Source: an optimization exercise on an open RTL-to-GDS flow (aim: small area, a short achievable clock period and few clock cycles per item). Production flows keep margins and buffers that such runs may drop.
Only simulation tests tie the RTL to the original design; equivalence was not proved.
Power figures rest on the tool's default switching activity, not on a simulated workload.

Setup of the baseline:
==> module sorted_priority_queue, before the edit <==
module sorted_priority_queue (
  input  logic                                clk_i,
  input  logic                                rst_ni,
  input  logic                                start,
  output logic                                busy,
  input  logic [spq_pkg::CMD_W-1:0]           cmd_i,
  input  logic [spq_pkg::PAYLOAD_W-1:0]       payload_i,
  input  logic signed [spq_pkg::PRIO_IN_W-1:0] priority_req_i,
  output logic                                done_o,
  output logic [spq_pkg::DOUT_W-1:0]          data_out_o,
  output logic [spq_pkg::COUNT_W-1:0]         count_o,
  output logic [spq_pkg::STATUS_W-1:0]        status_o
);
  localparam int unsigned Depth = spq_pkg::DEPTH;
  localparam int unsigned CntW  = spq_pkg::CNT_W;
  localparam int unsigned IdxW  = $clog2(Depth);
  logic                           accept;
  logic                           full, empty;
  logic                           ins1, rem1, rd1;
  spq_pkg::entry_t                new_entry;
  logic [spq_pkg::DATA_WIDTH-1:0] slot_pay [Depth];
  logic [Depth-1:0]               slot_le;
  logic [Depth-1:0]               slot_we;
  logic [CntW-1:0]                count_q, count_d;
  logic                           full_q, empty_q;
  logic [spq_pkg::STATUS_W-1:0]   status_d;
  logic                           done2_q;
  logic                           ins2_q, rem2_q, rd2_q;
  logic [Depth-1:0]               le_q;
  logic [spq_pkg::STATUS_W-1:0]   status2_q;
  logic [IdxW-1:0]                order_q [Depth];
  logic [IdxW-1:0]                order_d [Depth];
  logic [Depth-1:0]               ahead;
  logic [Depth-1:0]               front_q, front_d;
  logic [Depth-1:0]               last_dec, second_dec;
  logic [spq_pkg::DATA_WIDTH-1:0] front_pay;
  logic                           done_q;
  logic [spq_pkg::DOUT_W-1:0]     data_q;
  logic [spq_pkg::STATUS_W-1:0]   status_q;
  logic [CntW-1:0]                count_out_q;
  logic                           start_q;
  logic [spq_pkg::CMD_W-1:0]      cmd_q;
  logic [spq_pkg::PAYLOAD_W-1:0]  payload_q;
  logic [spq_pkg::PRIO_IN_W-1:0]  prio_q;
  assign busy   = 1'b0;
  always_ff @(posedge clk_i or negedge rst_ni) begin
    if (!rst_ni) begin
      start_q <= 1'b0;
    end else begin
      start_q <= start && !busy;
    end
  end
  always_ff @(posedge clk_i) begin
    cmd_q     <= cmd_i;
    payload_q <= payload_i;
    prio_q    <= priority_req_i;
  end
  assign accept = start_q;
  assign full   = full_q;
  assign empty  = empty_q;
  assign new_entry.payload = spq_pkg::DATA_WIDTH'(payload_q);
  assign new_entry.prio    = spq_pkg::PRIO_WIDTH'(prio_q);
  always_comb begin
    ins1     = 1'b0;
    rem1     = 1'b0;
    rd1      = 1'b0;
    count_d  = count_q;
    status_d = spq_pkg::ST_OK;
    if (accept) begin
      unique case (cmd_q)
        spq_pkg::CMD_INSERT: begin
          if (full) begin
            status_d = spq_pkg::ST_FULL;
          end else begin
            ins1    = 1'b1;
            count_d = count_q + 1'b1;
          end
        end
        spq_pkg::CMD_REMOVE, spq_pkg::CMD_PEEK: begin
          if (empty) begin
            status_d = spq_pkg::ST_EMPTY;
          end else begin
            rd1 = 1'b1;
            if (cmd_q == spq_pkg::CMD_REMOVE) begin
              rem1    = 1'b1;
              count_d = count_q - 1'b1;
            end
          end
        end
        default: begin
        end
      endcase
    end
  end
  for (genvar j = 0; j < Depth; j++) begin : g_slot
    logic at_last, at_next, at_front;
    assign at_last  = (order_q[Depth-1] == IdxW'(j));
    assign at_next  = (order_q[Depth-2] == IdxW'(j));
    assign at_front = front_q[j];
    assign slot_we[j] = !full && ((ins2_q && at_next) || (rem2_q && at_front) ||
                                  (!ins2_q && !rem2_q && at_last));
    spq_cell u_cell (
      .clk_i       (clk_i),
      .we_i        (slot_we[j]),
      .new_entry_i (new_entry),
      .payload_o   (slot_pay[j]),
      .le_o        (slot_le[j])
    );
  end
  always_ff @(posedge clk_i or negedge rst_ni) begin
    if (!rst_ni) begin
      count_q  <= '0;
      full_q   <= 1'b0;
      empty_q  <= 1'b1;
      done2_q  <= 1'b0;
      ins2_q   <= 1'b0;
      rem2_q   <= 1'b0;
      rd2_q    <= 1'b0;
    end else begin
      count_q  <= count_d;
      full_q   <= (count_d == CntW'(Depth));
      empty_q  <= (count_d == '0);
      done2_q  <= accept;
      ins2_q   <= ins1;
      rem2_q   <= rem1;
      rd2_q    <= rd1;
    end
  end
  always_ff @(posedge clk_i) begin
    le_q      <= slot_le;
    status2_q <= status_d;
  end
  for (genvar i = 0; i < Depth; i++) begin : g_pos
    if (i == 0) begin : g_front
      assign ahead[i] = |(le_q & front_q) && (count_out_q != '0);
    end else begin : g_other
      assign ahead[i] = le_q[order_q[i]] && (count_out_q > CntW'(i));
    end
    logic prev_ahead;
    if (i == 0) begin : g_first
      assign prev_ahead = 1'b1;
    end else begin : g_rest
      assign prev_ahead = ahead[i-1];
    end
    always_comb begin
      order_d[i] = order_q[i];
      if (ins2_q) begin
        if (!ahead[i]) begin
          if (prev_ahead) begin
            order_d[i] = order_q[Depth-1];
          end else begin
            order_d[i] = order_q[(i+Depth-1) % Depth];
          end
        end
      end else if (rem2_q) begin
        order_d[i] = order_q[(i+1) % Depth];
      end
    end
    always_ff @(posedge clk_i) begin
      if (!rst_ni) begin
        order_q[i] <= IdxW'(i);
      end else begin
        order_q[i] <= order_d[i];
      end
    end
  end
  for (genvar j = 0; j < Depth; j++) begin : g_dec
    assign last_dec[j]   = (order_q[Depth-1] == IdxW'(j));
    assign second_dec[j] = (order_q[1] == IdxW'(j));
  end
  always_comb begin
    front_d = front_q;
    if (ins2_q) begin
      if (!ahead[0]) front_d = last_dec;
    end else if (rem2_q) begin
      front_d = second_dec;
    end
  end
  always_ff @(posedge clk_i) begin
    if (!rst_ni) begin
      front_q <= Depth'(1);
    end else begin
      front_q <= front_d;
    end
  end
  always_comb begin
    front_pay = '0;
    for (int j = 0; j < Depth; j++) begin
      front_pay = front_pay | (slot_pay[j] & {spq_pkg::DATA_WIDTH{front_q[j]}});
    end
  end
  always_ff @(posedge clk_i or negedge rst_ni) begin
    if (!rst_ni) begin
      done_q <= 1'b0;
    end else begin
      done_q <= done2_q;
    end
  end
  always_ff @(posedge clk_i) begin
    data_q      <= rd2_q ? spq_pkg::DOUT_W'(front_pay) : '0;
    status_q    <= status2_q;
    count_out_q <= count_q;
  end
  assign done_o     = done_q;
  assign data_out_o = data_q;
  assign status_o   = status_q;
  assign count_o    = spq_pkg::COUNT_W'(count_out_q);
endmodule
export LEC_CHECK = 0
export ABC_CLOCK_PERIOD_IN_PS = 2000
export CAP_MARGIN = 20
export CORE_MARGIN = 2
export CORE_UTILIZATION = 40
export CTS_CLUSTER_DIAMETER = 80
export CTS_CLUSTER_SIZE = 25
export SETUP_SLACK_MARGIN = 2.8
export SLEW_MARGIN = 20
export TNS_END_PERCENT = 5
create_clock -name core_clock -period 5.0 [get_ports {clk_i}]
standard.sh (not shown) runs the stock make flow with config.mk's settings and CLKGATE_MAP_FILE= SYNTH_SCRIPT=/design/flow/synth_recipe.tcl, a recipe that flattens the netlist after the stock synthesis.
==> flow/flow/run.sh <==
#!/bin/bash
# Layout flow: the standard flow (standard synthesis unchanged), with the
# port buffers made of plain buf_4 cells instead of the delay cells that
# buffer_ports picks by default. Every input and output port still gets its
# buffer; nothing else changes.
set -uo pipefail
export BUFFER_PORTS_ARGS="-buffer_cell sky130_fd_sc_hd__buf_4"
bash standard.sh finish > standard_flow.log 2>&1
status=$?
tail -n 20 standard_flow.log
exit $status
Testbench counts of the baseline, summed over its fixed seeds: cycles 16,016, items 16,000.
## Diff of input files: the candidate against the baseline
diff --git a/flow/design.v b/flow/design.v
--- a/flow/design.v
+++ b/flow/design.v
@@ -90,15 +90,12 @@
   logic                           ins2_q, rem2_q, rd2_q;
   logic [Depth-1:0]               le_q;
   logic [spq_pkg::STATUS_W-1:0]   status2_q;
   logic [IdxW-1:0]                order_q [Depth];
   logic [IdxW-1:0]                order_d [Depth];
   logic [Depth-1:0]               ahead;
-  logic [Depth-1:0]               front_q, front_d;
-  logic [Depth-1:0]               last_dec, second_dec;
-  logic [spq_pkg::DATA_WIDTH-1:0] front_pay;
   logic                           done_q;
   logic [spq_pkg::DOUT_W-1:0]     data_q;
   logic [spq_pkg::STATUS_W-1:0]   status_q;
   logic [CntW-1:0]                count_out_q;
   logic                           start_q;
   logic [spq_pkg::CMD_W-1:0]      cmd_q;
@@ -155,13 +152,13 @@
     end
   end
   for (genvar j = 0; j < Depth; j++) begin : g_slot
     logic at_last, at_next, at_front;
     assign at_last  = (order_q[Depth-1] == IdxW'(j));
     assign at_next  = (order_q[Depth-2] == IdxW'(j));
-    assign at_front = front_q[j];
+    assign at_front = (order_q[0] == IdxW'(j));
     assign slot_we[j] = !full && ((ins2_q && at_next) || (rem2_q && at_front) ||
                                   (!ins2_q && !rem2_q && at_last));
     spq_cell u_cell (
       .clk_i       (clk_i),
       .we_i        (slot_we[j]),
       .new_entry_i (new_entry),
@@ -190,17 +187,13 @@
   end
   always_ff @(posedge clk_i) begin
     le_q      <= slot_le;
     status2_q <= status_d;
   end
   for (genvar i = 0; i < Depth; i++) begin : g_pos
-    if (i == 0) begin : g_front
-      assign ahead[i] = |(le_q & front_q) && (count_out_q != '0);
-    end else begin : g_other
-      assign ahead[i] = le_q[order_q[i]] && (count_out_q > CntW'(i));
-    end
+    assign ahead[i] = le_q[order_q[i]] && (count_out_q > CntW'(i));
     logic prev_ahead;
     if (i == 0) begin : g_first
       assign prev_ahead = 1'b1;
     end else begin : g_rest
       assign prev_ahead = ahead[i-1];
     end
@@ -223,46 +216,21 @@
         order_q[i] <= IdxW'(i);
       end else begin
         order_q[i] <= order_d[i];
       end
     end
   end
-  for (genvar j = 0; j < Depth; j++) begin : g_dec
-    assign last_dec[j]   = (order_q[Depth-1] == IdxW'(j));
-    assign second_dec[j] = (order_q[1] == IdxW'(j));
-  end
-  always_comb begin
-    front_d = front_q;
-    if (ins2_q) begin
-      if (!ahead[0]) front_d = last_dec;
-    end else if (rem2_q) begin
-      front_d = second_dec;
-    end
-  end
-  always_ff @(posedge clk_i) begin
-    if (!rst_ni) begin
-      front_q <= Depth'(1);
-    end else begin
-      front_q <= front_d;
-    end
-  end
-  always_comb begin
-    front_pay = '0;
-    for (int j = 0; j < Depth; j++) begin
-      front_pay = front_pay | (slot_pay[j] & {spq_pkg::DATA_WIDTH{front_q[j]}});
-    end
-  end
   always_ff @(posedge clk_i or negedge rst_ni) begin
     if (!rst_ni) begin
       done_q <= 1'b0;
     end else begin
       done_q <= done2_q;
     end
   end
   always_ff @(posedge clk_i) begin
-    data_q      <= rd2_q ? spq_pkg::DOUT_W'(front_pay) : '0;
+    data_q      <= rd2_q ? spq_pkg::DOUT_W'(slot_pay[order_q[0]]) : '0;
     status_q    <= status2_q;
     count_out_q <= count_q;
   end
   assign done_o     = done_q;
   assign data_out_o = data_q;
   assign status_o   = status_q;
==> comparison <==
- Comparing the baseline and the candidate, share of power burned in combinational logic is higher on the baseline.
- The candidate: PASS, flow complete, no timing, DRC or antenna violations
- Sort the baseline and the candidate by fraction of cell area in non-clock buffers asc -> top: the baseline
- Per the comparison of the candidate with the baseline, total placed cells including tap cells now sits higher; critical path data required time now sits lower; via count now sits higher; final critical-path required period now sits higher.
- Per the comparison of the candidate with the baseline, effective utilization at floorplan dropped 0.28 points, global routing usage on met1 climbed 1.8 points, fraction of final layout cells with drive strength greater than 1 barely changed, final worst-path cycle share climbed 0.17 points, number of well taps climbed about 0.8%.
Testbench counts of the candidate, summed over its fixed seeds: cycles 16,016, items 16,000.

[separate check: timing with driven ports]
In the flow no input, the clock included, has a driving cell. The finished layouts below were timed again as built, in two steps.
Step 1, drivers: a clkbuf_16 drives clk_i and a buf_2 each remaining input, both assumed.
Step 2 moves the port delays by t, midway between the first and last clock arrival at a register: inputs arrive t later, outputs are due t later. That takes back most of the time a late clock gives input paths.
Slacks: ideal ports / drivers / drivers and shift; pairs: ideal ports / drivers.
run	shift t [ns]	setup WS [ns]	worst hold slack (ns)	latest minus earliest clock arrival (ns)
the baseline	0.756	2.662 / 2.643 / 2.474	0.332 / 0.332 / 0.332	0.072 / 0.072
the candidate	0.736	2.653 / 2.634 / 2.443	0.332 / 0.332 / 0.332	0.052 / 0.052
After both steps setup and hold are still met in every run listed. The setup slack of the candidate, which loses most, moves by -0.019 ns with the drivers and by -0.210 ns with both steps.
